Context: an optimization exercise on an open-source flow, tuned for small area and a short achievable clock period. The choices shown serve that exercise and are no tape-out recipe. At most, simulation tests tie the RTL to the original design; equivalence was not proved. Power figures rest on the tool's default switching activity, not on a simulated workload.

Setup of north:
## mecobo_core
module mecobo_core
(
  input  logic                        sys_clk,
  input  logic                        global_clock_reset,
  input  logic                        host_cs,
  input  logic                        host_wr,
  input  logic [7:0]                  host_addr,
  input  logic [15:0]                 host_wdata,
  output logic [15:0]                 host_rdata,
  output logic [8-1:0] pins
);
For scale: ~6,100 cells after synthesis, about 1,700 flip-flops, ~72,000 sq um of cells after synthesis.
clock: 6.0 ns
lec_check: 0
abc_area: 1
cap_margin: 20
core_margin: 2
core_utilization: 55
cts_buf_list: sky130_fd_sc_hd__clkbuf_16
cts_cluster_diameter: 60
cts_cluster_size: 30
place_density: 0.7
setup_slack_margin: 3.4
slew_margin: 20
run.sh (not shown) runs the stock make flow with config.mk's settings and CLKGATE_MAP_FILE= SYNTH_SCRIPT=/design/flow/synth_recipe.tcl, a recipe that flattens the netlist after the stock synthesis.
north finished all stages; the layout is clean.
Here is what was changed in the inputs of south compared with north.
# north
export LEC_CHECK = 0
export ABC_AREA = 1
export CAP_MARGIN = 20
export CORE_MARGIN = 2
export CORE_UTILIZATION = 55
export CTS_BUF_LIST = sky130_fd_sc_hd__clkbuf_16
export CTS_CLUSTER_DIAMETER = 60
export CTS_CLUSTER_SIZE = 30
export PLACE_DENSITY = 0.7
export SETUP_SLACK_MARGIN = 3.4
export SLEW_MARGIN = 20
create_clock -name core_clock -period 6.0 [get_ports {sys_clk}]
# south
export LEC_CHECK = 0
export CAP_MARGIN = 20
export CORE_MARGIN = 2
export CORE_UTILIZATION = 55
export CTS_BUF_LIST = sky130_fd_sc_hd__clkbuf_16
export CTS_CLUSTER_DIAMETER = 80
export CTS_CLUSTER_SIZE = 30
export PLACE_DENSITY = 0.7
export SETUP_SLACK_MARGIN = 3.4
export SLEW_MARGIN = 20
create_clock -name core_clock -period 6.0 [get_ports {sys_clk}]
Results
south consumes less power than north does. Hold slack: north and south compared, lower one is north. Relative to north, maximum frequency has decreased by 13 MHz in south. north → south: share of layout cells above drive strength 1 picked up an extra 1.4 points, total wirelength of the detailed-routed design lost 8.5%, core utilization of the finished layout lost 1.0 points, setup slack at placement lost 0.23 ns. Diff north and south: finished layout cell area lower in south. [south vs north] synthesized cell count: lower in south. Hold violation total from the final report came out exactly the same in north and south. In the flow results for north and south, the proportion of power drawn by the clock network is smaller on south.
Relative to south, the following input files were edited for east:
# south
export LEC_CHECK = 0
export CAP_MARGIN = 20
export CORE_MARGIN = 2
export CORE_UTILIZATION = 55
export CTS_BUF_LIST = sky130_fd_sc_hd__clkbuf_16
export CTS_CLUSTER_DIAMETER = 80
export CTS_CLUSTER_SIZE = 30
export PLACE_DENSITY = 0.7
export SETUP_SLACK_MARGIN = 3.4
export SLEW_MARGIN = 20
create_clock -name core_clock -period 6.0 [get_ports {sys_clk}]
# east
export LEC_CHECK = 0
export CAP_MARGIN = 20
export CORE_MARGIN = 2
export CORE_UTILIZATION = 55
export CTS_BUF_LIST = sky130_fd_sc_hd__clkbuf_16
export CTS_CLUSTER_DIAMETER = 60
export CTS_CLUSTER_SIZE = 30
export PLACE_DENSITY = 0.7
export SETUP_SLACK_MARGIN = 3.6
export SLEW_MARGIN = 20
create_clock -name core_clock -period 6.0 [get_ports {sys_clk}]
--- outcome ---
east | status: complete | timing, DRC, antenna: pass. south → east: cell count moved up, delay contributed by the slowest stage of the critical path moved down, count of clock-buffer cells in the layout moved up. Proportion of total power due to net switching for east is higher than for south. Against south, time the worst path needs with I/O delays and setup in east came out better. Looking at final-layout fill cell count, east sits about 4% below south. Comparing east and south, the higher final weighted congestion in routability-driven placement is on east. Measured against each other, east and south differ in multi-input gate area in the final layout, the higher figure coming from east.
No functional check of the RTL was part of any run of this note.

* * *

Setup of the baseline:
Another version of the RTL of mecobo_core (not shown whole).
For scale: ~1,700 flip-flops, about 52 I/O pins, ~0.067 mm^2 of cells after synthesis.
Design mecobo_core, start of the top module:
module mecobo_core
(
  input  logic                        sys_clk,
  input  logic                        global_clock_reset,
  input  logic                        host_cs,
  input  logic                        host_wr,
  input  logic [7:0]                  host_addr,
  input  logic [15:0]                 host_wdata,
  output logic [15:0]                 host_rdata,
  output logic [8-1:0] pins
);
  logic [52:0] cmd_in;
  logic        cmd_push;
  logic        cmd_full;
  logic        cmd_empty;
  logic [7:0]  bus_hit;
  logic        bus_period;
  logic        bus_duty;
  logic        bus_mode;
  logic        bus_sample;
  logic [2:0]  bus_pin;
  logic [15:0] bus_value;
  logic        bus_value_z;
  logic [15:0] value_p1;
  logic [15:0] per1_d;
  logic [15:0] duty_d;
  logic        value_nz;
  logic [11:0] stamp;
  logic [15:0] cnt1 [8];
  logic [15:0] cnt1_hit;
  logic        lt_set;
  logic [15:0] sample;
  logic        sample_valid;
  logic        sample_pop;
  logic        sample_overflow;
  host_bus i_host_bus (
    .sys_clk            (sys_clk),
    .global_clock_reset (global_clock_reset),
    .host_cs            (host_cs),
    .host_wr            (host_wr),
    .host_addr          (host_addr),
    .host_wdata         (host_wdata),
    .host_rdata         (host_rdata),
    .cmd_push           (cmd_push),
    .cmd                (cmd_in),
    .cmd_full           (cmd_full),
    .cmd_empty          (cmd_empty),
    .sample_valid       (sample_valid),
    .sample             (sample),
    .sample_overflow    (sample_overflow),
    .sample_pop         (sample_pop)
  );
  scheduler i_scheduler (
    .sys_clk            (sys_clk),
    .global_clock_reset (global_clock_reset),
    .cmd_push           (cmd_push),
    .cmd_in             (cmd_in),
    .cmd_full           (cmd_full),
    .cmd_empty          (cmd_empty),
  ...
make LEC_CHECK=0 CAP_MARGIN=20 CORE_MARGIN=2 CORE_UTILIZATION=55 CTS_BUF_LIST=sky130_fd_sc_hd__clkbuf_16 CTS_CLUSTER_DIAMETER=60 CTS_CLUSTER_SIZE=30 PLACE_DENSITY=0.7 SETUP_SLACK_MARGIN=3.4 SLEW_MARGIN=20 finish   # period 6.0 ns
The following lists how the candidate was set up differently from the baseline:
# the baseline
export LEC_CHECK = 0
export CAP_MARGIN = 20
export CORE_MARGIN = 2
export CORE_UTILIZATION = 55
export CTS_BUF_LIST = sky130_fd_sc_hd__clkbuf_16
export CTS_CLUSTER_DIAMETER = 60
export CTS_CLUSTER_SIZE = 30
export PLACE_DENSITY = 0.7
export SETUP_SLACK_MARGIN = 3.4
export SLEW_MARGIN = 20
create_clock -name core_clock -period 6.0 [get_ports {sys_clk}]
# the candidate
export LEC_CHECK = 0
export CAP_MARGIN = 20
export CORE_MARGIN = 2
export CORE_UTILIZATION = 40
export CTS_BUF_LIST = sky130_fd_sc_hd__clkbuf_16
export CTS_CLUSTER_DIAMETER = 60
export CTS_CLUSTER_SIZE = 30
export PLACE_DENSITY = 0.6
export SETUP_SLACK_MARGIN = 3.4
export SLEW_MARGIN = 20
create_clock -name core_clock -period 6.0 [get_ports {sys_clk}]
## What came out
- The candidate: flow completed, timing, DRC and antenna clean
- The baseline has completed all stages; timing, DRC and antenna checks passed.
- First-pass GRT wire length ends up lower on the baseline.
- Measured against each other, the baseline and the candidate differ in number of global-route vias before repair, the higher figure coming from the candidate.
- Detailed-router iteration count before antenna repair is higher on the baseline
- In the candidate, cell depth of the worst setup path is higher than in the baseline.
No functional check of the RTL was part of any run of this note.

* * *

## run 1
Another version of the RTL of mecobo_core (not shown whole).
Size in the first run: about 4900 cells after synthesis, roughly 52 I/O pins, roughly 69000 um^2 of cells after synthesis.
==> flow/config.mk <==
export PLATFORM = sky130hd
export DESIGN_NAME = mecobo_core
export DESIGN_NICKNAME = mecobo_core
export VERILOG_FILES = /design/flow/design.v
export SDC_FILE = /design/flow/constraint.sdc
export NUM_CORES = 4
export LEC_CHECK = 0
export CAP_MARGIN = 20
export CORE_MARGIN = 2
export CORE_UTILIZATION = 55
export CTS_BUF_LIST = sky130_fd_sc_hd__clkbuf_16
export CTS_CLUSTER_DIAMETER = 60
export CTS_CLUSTER_SIZE = 30
export PLACE_DENSITY = 0.7
export SETUP_SLACK_MARGIN = 3.5
export SLEW_MARGIN = 20
==> flow/constraint.sdc <==
create_clock -name core_clock -period 6.0 [get_ports {sys_clk}]
set_input_delay 1.2000 -clock core_clock [delete_from_list [all_inputs] [get_ports {sys_clk}]]
set_output_delay 1.2000 -clock core_clock [all_outputs]
set_load 0.01 [all_outputs]
Per the final summary, run 1 finished and its layout is clean on timing, DRC and antenna.
What run 2 does differently from run 1 at the input level:
- SETUP_SLACK_MARGIN now 3.4, was 3.5
- SLEW_MARGIN now 10, was 20
- CAP_MARGIN now 10, was 20
Share of final layout cell area taken by non-clock buffers essentially unchanged between run 1 and run 2.
The run showing the greater met1 usage is run 2.
Compared with run 1, run 2 shows met2 track demand over resource higher by 1.0 points.
On run 2: clock power share is 0.5 points lower than what run 1 gave.
Compared with run 1, in run 2 global-route usage climbed 0.57 points; weighted congestion reported at the end of routability-driven placement climbed 0.044; core occupancy in the finished layout dropped 0.29 points.
Run 2 vs. run 1: sum of internal, switching and leakage power fell about 0.8%, total wire length after detailed routing rose 1.8%, hold slack fell 17 ps.
> inputs changed (run 2 -> run 3)
- TNS_END_PERCENT: unset -> 20
- SLEW_MARGIN: 10 -> 20
- CAP_MARGIN: 10 -> 20
Results
Run 3 finished end to end and its layout was clean on timing, DRC and antenna. Between run 3 and run 2, the sequential share of layout area figures differ only marginally. Run 2 → run 3: post-route clock period utilization picked up an extra 6.1 points; finished layout cell area now sits at about the same level. Combinational-cell power consumption: run 3 vs run 2, no meaningful difference. Run 2 → run 3: via count moved down; detailed-route wire length moved down; internal power summed over all cells moved up; later-pin clock latency in the skew report moved down; leakage power moved up. Run 2 ended up with in2reg as its critical path class; run 3 ended up with reg2out. On clock skew: run 3 sits below run 2. Re combined global-route utilization of all metal layers: run 2 was higher than run 3.
For run 4, these inputs were changed with respect to run 3:
- changing SLEW_MARGIN from 20 to 5
- changing CAP_MARGIN from 20 to 5
- removing TNS_END_PERCENT (formerly 20)
[summary]
- On sequential share of cell area, run 3 tracks run 4 almost exactly.
- In the metrics for run 4 and run 3, the one carrying the lower maximum number of pins on one net before global-route repair is run 3.
- Run 4 vs. run 3: total design power went down by about 2.4%.
- There was hardly any difference in flip-flop and latch count between run 3 and run 4.
- Summary of run 4 over run 3: cell count along the critical path up 3, global-route wire length before repair up 3.1%, final cell count without fillers flat, multi-input combinational cell count flat.

* * *

Setup of run A:
mecobo_core, a different RTL version from the one above (not shown whole).
For scale: ~4800 cells after synthesis, ~1700 flip-flops, about 52 I/O pins, about 69000 um^2 of cells after synthesis.
clock: 6.0 ns
lec_check: 0
cap_margin: 20
core_margin: 2
core_utilization: 40
place_density: 0.6
slew_margin: 20
The following lists how run B was set up differently from run A:
- setting SETUP_SLACK_MARGIN to 3.4 for the first time
- setting ABC_CLOCK_PERIOD_IN_PS to 2500 for the first time
Findings:
Both conditions hold for run B: the flow ran to the end and the final layout passed the timing, DRC and antenna checks.
Compared to run A, run B has utilization after layout 3.1 points higher.
[compare] base=run A new=run B: half-perimeter wire length after placement saw an increase, final total negative setup slack saw little to no change, global-route track usage on met3 ~0 delta.
Changes in run C relative to run B:
- clearing ABC_CLOCK_PERIOD_IN_PS, which used to be 2500
## What came out
Reported for run C and run B, worst slew slack as a fraction of its limit turned out identical to the last digit.
Run B → run C: final-layout clock-cell area share about even, synthesized cell count about even, all-layer global routing usage about even.
As far as count of unresolved DRC violations after routing goes, run B and run C are indistinguishable; the numbers are identical.
Run B -> run C: sequential share of cell area delta 0, exact match
Re worst setup slack: no difference whatsoever between run C and run B.
Die area: run C vs run B identical
The effective utilization at floorplan was comparable across run C and run B.
Run C -> run B: overflow left after global routing delta 0, exact match

* * *

Setup of yarrow:
mecobo_core with an RTL version that a note above also has.
Size: roughly 1700 flip-flops, ~52 I/O pins.
==> flow/config.mk <==
export PLATFORM = sky130hd
export DESIGN_NAME = mecobo_core
export DESIGN_NICKNAME = mecobo_core
export VERILOG_FILES = /design/flow/design.v
export SDC_FILE = /design/flow/constraint.sdc
export NUM_CORES = 4
export LEC_CHECK = 0
export CAP_MARGIN = 20
export CORE_MARGIN = 2
export CORE_UTILIZATION = 55
export CTS_BUF_LIST = sky130_fd_sc_hd__clkbuf_8 sky130_fd_sc_hd__clkbuf_16
export CTS_CLUSTER_DIAMETER = 60
export CTS_CLUSTER_SIZE = 30
export PLACE_DENSITY = 0.7
export SETUP_SLACK_MARGIN = 3.4
export SLEW_MARGIN = 20
==> flow/constraint.sdc <==
create_clock -name core_clock -period 6.0 [get_ports {sys_clk}]
set_input_delay 1.2000 -clock core_clock [delete_from_list [all_inputs] [get_ports {sys_clk}]]
set_output_delay 1.2000 -clock core_clock [all_outputs]
set_load 0.01 [all_outputs]
Input changes introduced in pepper (baseline for comparison: yarrow):
- SYNTH_MINIMUM_KEEP_SIZE now 0, previously not set
- CAP_MARGIN now 10, was 20
- SLEW_MARGIN now 10, was 20
- CTS_BUF_LIST now sky130_fd_sc_hd__clkbuf_16, was sky130_fd_sc_hd__clkbuf_8 sky130_fd_sc_hd__clkbuf_16
- SYNTH_HIERARCHICAL now 1, previously not set
--- outcome ---
- Summary of pepper over yarrow: proportion of cell area occupied by multi-input gates now sits higher, die area now larger, post-layout total power went down.
- Final non-filler cell total across pepper and yarrow: no real change.
- Comparing pepper and yarrow, cell area is lower on yarrow.
- pepper vs yarrow, cell with the biggest individual delay on the critical path: sky130_fd_sc_hd__dfxtp_4 vs sky130_fd_sc_hd__dfxtp_1
What nickel does differently from pepper at the input level:
- putting TNS_END_PERCENT at 20 where nothing was set
- swapping 10 for 20 in SLEW_MARGIN
- swapping 10 for 20 in CAP_MARGIN
Results
In the reports for pepper and nickel, the larger number of cell instances on the worst register-to-register path belongs to nickel. Summary — final worst slack, nickel relative to pepper: lower, by 320 ps. In nickel the total power draw turned out about 1.1% higher than in pepper.
For fjord, these inputs were changed with respect to nickel:
- TNS_END_PERCENT removed (was 20)
==> comparison <==
Row design area: fjord higher / nickel lower
On fjord: number of nets at the end of the flow is 90 higher than what nickel gave.
The part of the power in registers number comes out lower for nickel vs fjord.
Modified inputs, willow compared to fjord
- SYNTH_MINIMUM_KEEP_SIZE no longer set, was 0
- SYNTH_HIERARCHICAL no longer set, was 1
Results
Diff fjord -> willow: smallest hold slack has decreased, sequential share of layout area went up 0.37 points, sum of internal, switching and leakage power flat.
[compare] base=fjord new=willow: maximum root-to-sink buffer count comparable; fmax now smaller.
willow: fraction of the cycle the final worst path needs higher than fjord
Mean instance size in the synthesized netlist came out lower on willow than on fjord.
Largest net degree at the start of global routing delta for willow relative to fjord: about 12% lower
Part of the power in combinational logic across fjord and willow: no real change.
Compared with fjord, willow shows number of post-CTS setup repair buffers that has gone up by more than 10%.

* * *

Setup of ember:
mecobo_core, a different RTL version from the one above (not shown whole).
Size in the first run: roughly 52 I/O pins, roughly 0.068 mm² of cells after synthesis.
## mecobo_core
module mecobo_core
(
  input  logic                        sys_clk,
  input  logic                        global_clock_reset,
  input  logic                        host_cs,
  input  logic                        host_wr,
  input  logic [7:0]                  host_addr,
  input  logic [15:0]                 host_wdata,
  output logic [15:0]                 host_rdata,
  output logic [8-1:0] pins
);
clock: 6.0 ns
lec_check: 0
cap_margin: 20
core_margin: 2
core_utilization: 40
place_density: 0.6
setup_slack_margin: 3.4
slew_margin: 20
Here is what was changed in the inputs of juniper compared with ember.
Settings: CTS_CLUSTER_SIZE newly set to 30; CTS_BUF_LIST newly set to sky130_fd_sc_hd__clkbuf_16; CTS_CLUSTER_DIAMETER newly set to 60.
[summary]
Looking at data required time at the worst endpoint, juniper sits 0.34 ns lower than ember does. Re chip height: no difference whatsoever between ember and juniper. On juniper: hold slack is 0.0072 ns lower than what ember gave. Taking ember as the reference, in juniper sequential cell fraction of total power rose 5.6 points; fraction of area in multi-input gates rose 0.57 points; non-clock buffer count rose 9; first-pass iteration count of the detailed router about even. Launch point of the critical path: i_scheduler.due -> ember, i_scheduler.count[4] -> juniper. In juniper the final core utilization turned out 0.98 points lower than in ember. Overall routing resource usage (lower): juniper.
Changes in xenon relative to juniper:
Settings: swapping 30 for 20 in CTS_CLUSTER_SIZE; swapping sky130_fd_sc_hd__clkbuf_16 for sky130_fd_sc_hd__clkbuf_8 in CTS_BUF_LIST; swapping 60 for 40 in CTS_CLUSTER_DIAMETER.
==> summary.txt <==
- The higher post-layout instance count excluding filler cells of xenon and juniper is in xenon.
- Wire length, xenon and juniper: larger value in xenon
- Per the comparison of xenon with juniper, total power draw grew by 4.2%, clock-cell share of area grew by 1.0 points, area of the multi-input gates held steady, share of the final layout cell area in sequential cells shrank by 0.76 points, switching power grew by 10%.
- Going from juniper to xenon, global-route usage up 0.43 points, met3 track demand over resource in global routing up 0.85 points, multi-input gate share of total cell area down 0.30 points.
- juniper ended up with i_scheduler.count[4] as its launching instance or port of the critical path; xenon ended up with i_host_bus.host_rdata[0].

## separate check: timing with driven ports
The flow's constraints put no driver on any port. The routed layouts listed below were extracted and timed again, unchanged, in two steps.
Step 1 assumes that a clkbuf_16 drives the clock port and a buf_2 every other input.
Step 2 times the ports against the registers' clock, not the clock port: input delays grow and output delays shrink by t, the midpoint of the rising clock arrivals with the driver on.
Slacks: ideal ports / drivers / drivers and shift; pairs: ideal ports / drivers.
run	shift t [ns]	setup WS [ns]	worst register clock-pin slew, ns
north	0.854	3.318 / 3.318 / 2.585	0.11 / 0.11
south	0.772	3.221 / 3.264 / 2.492	0.11 / 0.11
east	0.833	3.330 / 3.347 / 2.514	0.10 / 0.10
the baseline	0.838	3.243 / 3.243 / 2.744	0.10 / 0.10
the candidate	0.837	3.158 / 3.158 / 2.628	0.10 / 0.10
run 1	0.844	3.336 / 3.336 / 2.714	0.11 / 0.11
run 2	0.833	3.418 / 3.342 / 2.640	0.11 / 0.11
run 3	0.822	3.053 / 2.979 / 2.615	0.10 / 0.10
run 4	0.833	3.418 / 3.342 / 2.640	0.11 / 0.11
run A	0.875	1.594 / 1.594 / 0.865	0.07 / 0.07
run B	0.873	2.507 / 2.507 / 2.467	0.07 / 0.07
run C	0.873	2.507 / 2.507 / 2.467	0.07 / 0.07
yarrow	0.840	3.330 / 3.330 / 2.630	0.11 / 0.11
pepper	0.825	3.355 / 3.355 / 2.621	0.12 / 0.12
nickel	0.824	3.035 / 2.966 / 2.521	0.10 / 0.10
fjord	0.826	3.383 / 3.354 / 2.604	0.11 / 0.11
willow	0.830	3.358 / 3.344 / 2.623	0.10 / 0.10
ember	0.891	3.260 / 3.260 / 2.627	0.07 / 0.07
juniper	0.844	3.224 / 3.224 / 2.629	0.11 / 0.11
xenon	1.056	3.219 / 3.136 / 2.375	0.09 / 0.09
After both steps every run listed still meets setup and hold. For xenon, which loses most, drivers alone change the setup slack by -0.083 ns; drivers and shift together by -0.844 ns.
